Context: an optimization exercise on an open-source flow, tuned for small area, a short achievable clock period and few clock cycles per item. The choices shown serve that exercise and are no tape-out recipe.
RTL that was checked went through simulation tests only; none was proved equivalent to the original.

## unsigned_decimal_to_ascii
module unsigned_decimal_to_ascii #(
    parameter int VALUE_WIDTH = udta_pkg::VALUE_WIDTH_DEF,
    parameter int MAX_DIGITS  = udta_pkg::MAX_DIGITS_DEF
) (
    input  logic                          clk,
    input  logic                          rst_n,
    input  logic                          value_valid,
    output logic                          value_stall,
    input  logic [VALUE_WIDTH-1:0]        value,
    output logic                          digit_valid,
    input  logic                          digit_stall,
    output logic [udta_pkg::CHAR_W-1:0]   digit_char,
    output logic                          last_digit
);
    localparam int W = udta_pkg::CONV_W;
    localparam int N = udta_pkg::NIBBLES;
    logic          r_valid;
    logic          r_single;
    logic          r_last;
    logic [W-1:0]  r_q;
    logic [N-1:0]  e_q;
    logic [W-1:0]  r_step;
    logic [W-1:0]  r_load;
    logic [N-1:0]  e_load;
    logic [N-1:0]  zabove;
    logic          r_finish;
    logic          em_ready;
    logic          handoff;
    logic          take;
    always_comb
    begin
        r_load = W'(value);
        for (int q = 0; q < N; q++)
        begin
            zabove[q] = (q == N - 1) ? 1'b1 : (value >> (4 * q + 4)) == '0;
            if (zabove[q] && value[4*q+3] && (value[4*q+2] || value[4*q+1]))
            begin
                r_load[4*q +: 4] = value[4*q +: 4] + 4'd6;
                r_load[4*q+4]    = 1'b1;
            end
        end
        for (int i = 0; i < N; i++)
        begin
            e_load[i] = (value >> 4) != '0;
  ...
Size in the first run: ~1100 cells after synthesis, ~110 flip-flops, roughly 45 I/O pins, ~0.0073 sq mm of cells after synthesis.
==> flow/config.mk <==
export PLATFORM = sky130hd
export DESIGN_NAME = unsigned_decimal_to_ascii
export DESIGN_NICKNAME = unsigned_decimal_to_ascii
export VERILOG_FILES = /design/flow/design.v
export SDC_FILE = /design/flow/constraint.sdc
export NUM_CORES = 4
export LEC_CHECK = 0
export ABC_AREA = 1
export CAP_MARGIN = 20
export CORE_MARGIN = 2
export CORE_UTILIZATION = 40
export SETUP_SLACK_MARGIN = 3.3
export SLEW_MARGIN = 20
==> flow/constraint.sdc <==
create_clock -name core_clock -period 5.5 [get_ports {clk}]
set_input_delay 1.1000 -clock core_clock [delete_from_list [all_inputs] [get_ports {clk}]]
set_output_delay 1.1000 -clock core_clock [all_outputs]
set_load 0.01 [all_outputs]
run.sh (not shown) runs the stock make flow with config.mk's settings and CLKGATE_MAP_FILE= SYNTH_SCRIPT=/design/flow/synth_recipe.tcl, a recipe that flattens the netlist after the stock synthesis.
The first run finished with timing, DRC and antenna clean.
Testbench counts at the start, summed over its fixed seeds: cycles 18,639, items 3,200.
Edit:
--- a/flow/config.mk
+++ b/flow/config.mk
@@ -12 +12 @@
-export SETUP_SLACK_MARGIN = 3.3
+export SETUP_SLACK_MARGIN = 3.15
What happened:
- synthesized area does not change
- count of clock-buffer cells in the layout stays the same
- flip-flop and latch count stays the same
- global-route usage went down by 0.83 points
- wire length went down by 11%
- final area went down by 16%
Edit:
--- a/flow/config.mk
+++ b/flow/config.mk
@@ -8,0 +9 @@
+export ABC_CLOCK_PERIOD_IN_PS = 2400
@@ -12 +13 @@
-export SETUP_SLACK_MARGIN = 3.15
+export SETUP_SLACK_MARGIN = 3.3
Result:
- die area stays the same
- design area rose by 19%
- worst setup slack gets worse by 0.025 ns
- final cell count rose by 4.2%
- via count rose by 7.5%
Edit:
--- a/flow/config.mk
+++ b/flow/config.mk
@@ -9 +8,0 @@
-export ABC_CLOCK_PERIOD_IN_PS = 2400
@@ -13 +12 @@
-export SETUP_SLACK_MARGIN = 3.3
+export SETUP_SLACK_MARGIN = 3.0
Outcome:
- core utilization falls by 15 points
- area after synthesis does not change
- via count is lower by 12%
Edit:
--- a/flow/config.mk
+++ b/flow/config.mk
@@ -12 +12 @@
-export SETUP_SLACK_MARGIN = 3.0
+export SETUP_SLACK_MARGIN = 2.8
After rerunning: Via count drops by 0.50%; utilization came out lower by 0.75 points; register-to-register slack degrades by 0.15 ns; non-clock buffer count goes down by 9.

* * *

Another version of the RTL of unsigned_decimal_to_ascii (not shown whole).
For scale: about 950 cells after synthesis, about 45 I/O pins, about 0.0083 sq mm of cells after synthesis.
clock: 5.5 ns
lec_check: 0
cap_margin: 20
core_margin: 2
core_utilization: 40
slew_margin: 20
Then changed:
- ABC_CLOCK_PERIOD_IN_PS: default -> 2000
- SETUP_SLACK_MARGIN: default -> 3.0
- global-route usage goes up by 2.9 points
- wire length climbs by about 30%
- count of clock-buffer cells in the layout drops by 1
- synthesized cell count does not change
No run of this note included a check of the RTL's function; only the layout flow was run.

* * *

unsigned_decimal_to_ascii, a different RTL version from the one above (not shown whole).
Size: ~1100 cells after synthesis, roughly 45 I/O pins, about 7400 µm² of cells after synthesis.
clock: 5.5 ns
lec_check: 0
abc_area: 1
cap_margin: 20
core_margin: 2
core_utilization: 40
slew_margin: 20
The first run passed the timing, design-rule and antenna checks.
Edit:
- SETUP_SLACK_MARGIN: unset -> 2.8
Effect:
- clock skew is about the same
- maximum frequency goes up by 41%
- final area goes up by 4.1%
- cell count goes up by 1.3%
- critical path depth goes up by 2
- area after synthesis does not change
- sequential cell count does not change
- register-to-register slack gains 390 ps
Edit:
- SETUP_SLACK_MARGIN: 2.8 -> 2.0
Result: Worst setup slack degrades by 620 ps; cell count falls by about 1.3%; clock skew stays flat; area after synthesis stays the same.
Edit:
- ABC_AREA: 1 -> unset
- SETUP_SLACK_MARGIN: 2.0 -> unset
Result:
- die area is higher by a quarter to a third
- synthesized cell count is higher by a few percent
- utilization is lower by 2.6 points
- non-clock buffer count is higher by 2
- count of clock-buffer cells in the layout is lower by 3
- cell count is higher by a few percent
Function was not checked in any run of this note: the RTL went through the layout flow alone.

* * *

fjord:
unsigned_decimal_to_ascii, a different RTL version from the one above (not shown whole).
Size in the first run: about 1000 cells after synthesis, roughly 110 flip-flops, about 45 I/O pins, ~7400 um2 of cells after synthesis.
clock: 5.5 ns
lec_check: 0
abc_area: 1
cap_margin: 20
core_margin: 2
core_utilization: 40
cts_buf_list: sky130_fd_sc_hd__clkbuf_4 sky130_fd_sc_hd__clkbuf_8
setup_slack_margin: 3.6
slew_margin: 20
tns_end_percent: 0
fjord finished every stage and its layout cleared the timing, design-rule and antenna checks.
--- input diff fjord..raven ---
- SETUP_SLACK_MARGIN now 3.4, was 3.6
Results
raven ended with every stage complete and zero timing, DRC or antenna violations. Summary of raven over fjord: number of non-clock buffers saw little to no change; number of clock buffers in the layout saw little to no change. [compare] base=fjord new=raven: clock skew after layout comparable, synthesized area divided by synthesized cell count stayed essentially flat, die area flat.
Modified inputs, violet compared to raven
- clearing TNS_END_PERCENT, which used to be 0
- swapping 3.4 for 3.0 in SETUP_SLACK_MARGIN
- putting SYNTH_HIERARCHICAL at 1 where nothing was set
==> flow/flow/run.sh (new file) <==
#!/bin/bash
# layout flow: the standard synthesis, then the combinational cells of its
# netlist mapped again for area (the flip-flops are kept as they are, same
# names and cell types), then the standard layout from that netlist.
# Each tool's full output goes to a log file of its own in this folder.
set -euo pipefail
R=orfs/results/$FLOW_PLATFORM/unsigned_decimal_to_ascii/base
bash standard.sh synth > log_1_standard_synth.txt 2>&1
cp "$R/1_2_yosys.v" standard_1_2_yosys.v
bash flow/remap.sh standard_1_2_yosys.v remapped.v "$FLOW_TOP" > log_2_remap.txt 2>&1
cp remapped.v "$R/1_2_yosys.v"
bash standard.sh finish > log_3_standard_layout.txt 2>&1
==> flow/flow/remap.sh (new file) <==
#!/bin/bash
# remap.sh IN.v OUT.v TOP: map the combinational part of a mapped sky130hd
# netlist again, for area. Sequential cells stay black boxes, so every
# flip-flop keeps its instance name, cell type and connections.
set -euo pipefail
IN=$1; OUT=$2; TOP=$3
P=$FLOW_HOME/platforms/sky130hd
LIB=$P/lib/sky130_fd_sc_hd__tt_025C_1v80.lib
SEQ=$(grep -oE "sky130_fd_sc_hd__(e?df|sdf|sedf|dl|dfb)[a-z0-9_]*" "$IN" | sort -u | tr '\n' ' ')
DU=$(grep -oE "sky130_fd_sc_hd__(probe|lpflow)[a-z0-9_]*" "$P/config.mk" | sort -u | sed 's/^/-dont_use /' | tr '\n' ' ')
cat > remap.ys <<EOT
read_liberty -ignore_miss_func -ignore_miss_dir $LIB
blackbox $SEQ
read_verilog $IN
hierarchy -top $TOP
flatten
hierarchy -top $TOP
opt_clean -purge
abc -liberty $LIB $DU -script +strash;dch,-f;map,-a;mfs2;map,-a
opt_clean -purge
setundef -zero
splitnets
opt_clean -purge
hilomap -singleton -hicell sky130_fd_sc_hd__conb_1 HI -locell sky130_fd_sc_hd__conb_1 LO
insbuf -buf sky130_fd_sc_hd__buf_4 A X
stat -liberty $LIB
write_verilog -noattr -nohex -nodec $OUT
EOT
yosys -s remap.ys
==> flow/standard.sh (new file) <==
#!/bin/bash
# synth_recipe.tcl (not shown) runs the flow's synth.tcl, then flattens the netlist and writes it again
# the make line also repeats each setting of config.mk as NAME=value (left out here)
make -C /OpenROAD-flow-scripts/flow DESIGN_CONFIG=/design/flow/config.mk WORK_HOME=/design/flow/orfs CLKGATE_MAP_FILE= SYNTH_SCRIPT=/design/flow/synth_recipe.tcl "${@:-finish}"
removed: flow/run.sh
--- outcome ---
- Wire length of the first global-routing pass: violet worse than raven
- Multi-input gate share of total cell area (violet over raven): decrease, 2.3 points
- raven ended up with e_q[1]$_DFF_P_ as its start point of the critical path; violet ended up with r_keep[35]$_SDFF_PP0_.
- From raven to violet the numbers moved as follows: total wire length increased about 8%, floorplan die area moved down, number of buffers added by the clock tree synthesis step comparable, worst slack on hold paths dropped 0.021 ns.
- Compared with raven, violet shows a clock distribution area overhead in the final layout that is 1.1 points lower.
No functional check of the RTL was part of any run of this note.

* * *

run 1:
unsigned_decimal_to_ascii, a different RTL version from the one above (not shown whole).
Size: roughly 1000 cells after synthesis, roughly 45 I/O pins, ~7100 um2 of cells after synthesis.
## unsigned_decimal_to_ascii
module unsigned_decimal_to_ascii #(
    parameter int VALUE_WIDTH = udta_pkg::VALUE_WIDTH_DEF,
    parameter int MAX_DIGITS  = udta_pkg::MAX_DIGITS_DEF
) (
    input  logic                          clk,
    input  logic                          rst_n,
    input  logic                          value_valid,
    output logic                          value_stall,
    input  logic [VALUE_WIDTH-1:0]        value,
    output logic                          digit_valid,
    input  logic                          digit_stall,
    output logic [udta_pkg::CHAR_W-1:0]   digit_char,
    output logic                          last_digit
);
    localparam int W = udta_pkg::CONV_W;
    localparam int N = udta_pkg::NIBBLES;
    logic          r_valid;
    logic          r_single;
    logic          r_last;
    logic [W-2:0]  r_keep;
    logic [W-1:0]  r_q;
    logic [N-1:0]  e_q;
    logic [W-1:0]  r_step;
    logic [W-1:0]  r_load;
    logic [N-1:0]  e_load;
    logic [N-1:0]  zabove;
    logic          r_finish;
    logic          em_ready;
    logic          handoff;
    logic          take;
    logic          r_free;
    logic          r_free_q;
  ...
Settings: LEC_CHECK=0, ABC_AREA=1, CAP_MARGIN=20, CORE_MARGIN=2, CORE_UTILIZATION=40, CTS_BUF_LIST=sky130_fd_sc_hd__clkbuf_4 sky130_fd_sc_hd__clkbuf_8, SETUP_SLACK_MARGIN=3.2, SLEW_MARGIN=20, TNS_END_PERCENT=0; clock period 5.5 ns.
Stock flow here: none of the scripts above is used.
Run 1 ran to completion and came out clean on the timing, design-rule and antenna checks.
Testbench counts of run 1, summed over its fixed seeds: cycles 18,639, items 3,200.
Here is what was changed in the inputs of run 2 compared with run 1.
Settings: clearing TNS_END_PERCENT, which used to be 0; swapping 40 for 60 in CORE_UTILIZATION; swapping 3.2 for 3.0 in SETUP_SLACK_MARGIN.
Findings:
- When run 2 is measured against run 1, its hold slack turns out 8.2 ps higher.
- Worst stage delay on the critical path: run 2 vs run 1 — no meaningful difference
- Clock tree skew after final layout: run 1 vs run 2, no meaningful difference
What run 3 does differently from run 2 at the input level:
Settings: setting CTS_CLUSTER_DIAMETER to 80 for the first time; changing CORE_UTILIZATION from 60 to 40; setting TNS_END_PERCENT to 0 for the first time; setting CTS_CLUSTER_SIZE to 40 for the first time.
[summary]
Share of the clock period used by the worst path after layout: run 3 and run 2 compared, higher one is run 3
Number of non-clock buffers in the layout (lower): run 3
Row area overhead of the layout relative to synthesis: run 3 lower / run 2 higher
Changes observed in run 3 relative to run 2: critical path depth moved up, clock buffer count in the final layout moved up, placeable core area moved up, met1 usage in global routing moved down.
Relative to run 3, the following input files were edited for run 4:
Settings: CTS_CLUSTER_SIZE: 40 -> unset; TNS_END_PERCENT: 0 -> unset; CTS_CLUSTER_DIAMETER: 80 -> unset.
### Flow results
- The flip-flop and latch area was comparable across run 4 and run 3.
- Looking at run 4 and run 3, the detailed-route wire length per cell is a wash.
- Of run 4 and run 3, the run reporting the lower data arrival at the endpoint of the critical path was run 4.
- Run 4 vs run 3, final wirelength went up by 1.2%.
- The per-cell via count in the routed design on run 3 is in line with that on run 4.

* * *

RTL: one of the versions met above, not the one the previous note started from.
For scale: about 1,000 cells after synthesis, roughly 110 flip-flops.
make LEC_CHECK=0 ABC_AREA=1 CAP_MARGIN=20 CORE_MARGIN=2 CORE_UTILIZATION=40 CTS_BUF_LIST='sky130_fd_sc_hd__clkbuf_4 sky130_fd_sc_hd__clkbuf_8' SETUP_SLACK_MARGIN=3.2 SLEW_MARGIN=20 TNS_END_PERCENT=0 finish   # period 5.5 ns
Next try:
--- a/flow/config.mk
+++ b/flow/config.mk
@@ -13 +13 @@
-export SETUP_SLACK_MARGIN = 3.2
+export SETUP_SLACK_MARGIN = 3.0
@@ -15 +14,0 @@
-export TNS_END_PERCENT = 0
Effect: Area after synthesis does not change. Critical path depth is unchanged. Setup slack got worse by 20 ps.
Function was not checked in any run of this note: the RTL went through the layout flow alone.

what the ideal ports hide:
The flow's constraints put no driver on any port. The routed layouts listed below were extracted and timed again, unchanged, in two steps.
Step 1: set_driving_cell puts a clkbuf_16 on clk and a buf_2 on each other input, an assumption about the parent block.
Step 2, shift: input delay + t, output delay - t, t = (earliest + latest rising clock arrival at the registers) / 2. This alone moves slack from input paths to output paths.
a / b / c = ideal ports / drivers / drivers and shift; a / b = the first two.
run	t, ns	setup WS [ns]	hold slack, ns
the first run of note 1	0.399	3.106 / 3.061 / 2.877	0.444 / 0.444 / 0.444
the second run of note 1	0.399	3.131 / 3.087 / 2.827	0.443 / 0.443 / 0.443
the third run of note 1	0.399	3.106 / 3.061 / 2.877	0.444 / 0.444 / 0.444
the fourth run of note 1	0.397	3.081 / 3.054 / 2.707	0.457 / 0.457 / 0.457
the fifth run of note 1	0.397	2.901 / 2.859 / 2.562	0.482 / 0.482 / 0.482
the first run of note 2	0.399	0.774 / 0.774 / 0.774	0.421 / 0.421 / 0.421
the second run of note 2	0.398	1.627 / 1.627 / 1.627	0.426 / 0.426 / 0.426
the first run of note 3	0.393	1.829 / 1.790 / 2.023	0.450 / 0.450 / 0.450
the second run of note 3	0.395	2.891 / 2.847 / 2.519	0.461 / 0.461 / 0.461
the third run of note 3	0.391	2.266 / 2.225 / 2.038	0.457 / 0.457 / 0.457
the fourth run of note 3	0.392	1.753 / 1.776 / 1.384	0.436 / 0.436 / 0.436
fjord	0.478	3.253 / 3.253 / 2.819	0.462 / 0.462 / 0.462
raven	0.478	3.253 / 3.253 / 2.819	0.462 / 0.462 / 0.462
violet	0.473	2.600 / 2.600 / 2.463	0.442 / 0.442 / 0.442
run 1	0.469	3.119 / 3.080 / 2.682	0.429 / 0.429 / 0.429
run 2	0.480	3.070 / 3.031 / 2.608	0.437 / 0.437 / 0.437
run 3	0.480	3.010 / 2.972 / 2.558	0.445 / 0.445 / 0.445
run 4	0.473	3.029 / 2.990 / 2.661	0.445 / 0.445 / 0.445
the first run of note 6	0.479	3.100 / 3.060 / 2.658	0.463 / 0.463 / 0.463
the second run of note 6	0.488	3.080 / 3.039 / 2.661	0.465 / 0.465 / 0.465
After both steps every run listed still meets setup and hold. For run 2, which loses most, drivers alone change the setup slack by -0.039 ns; drivers and shift together by -0.462 ns.
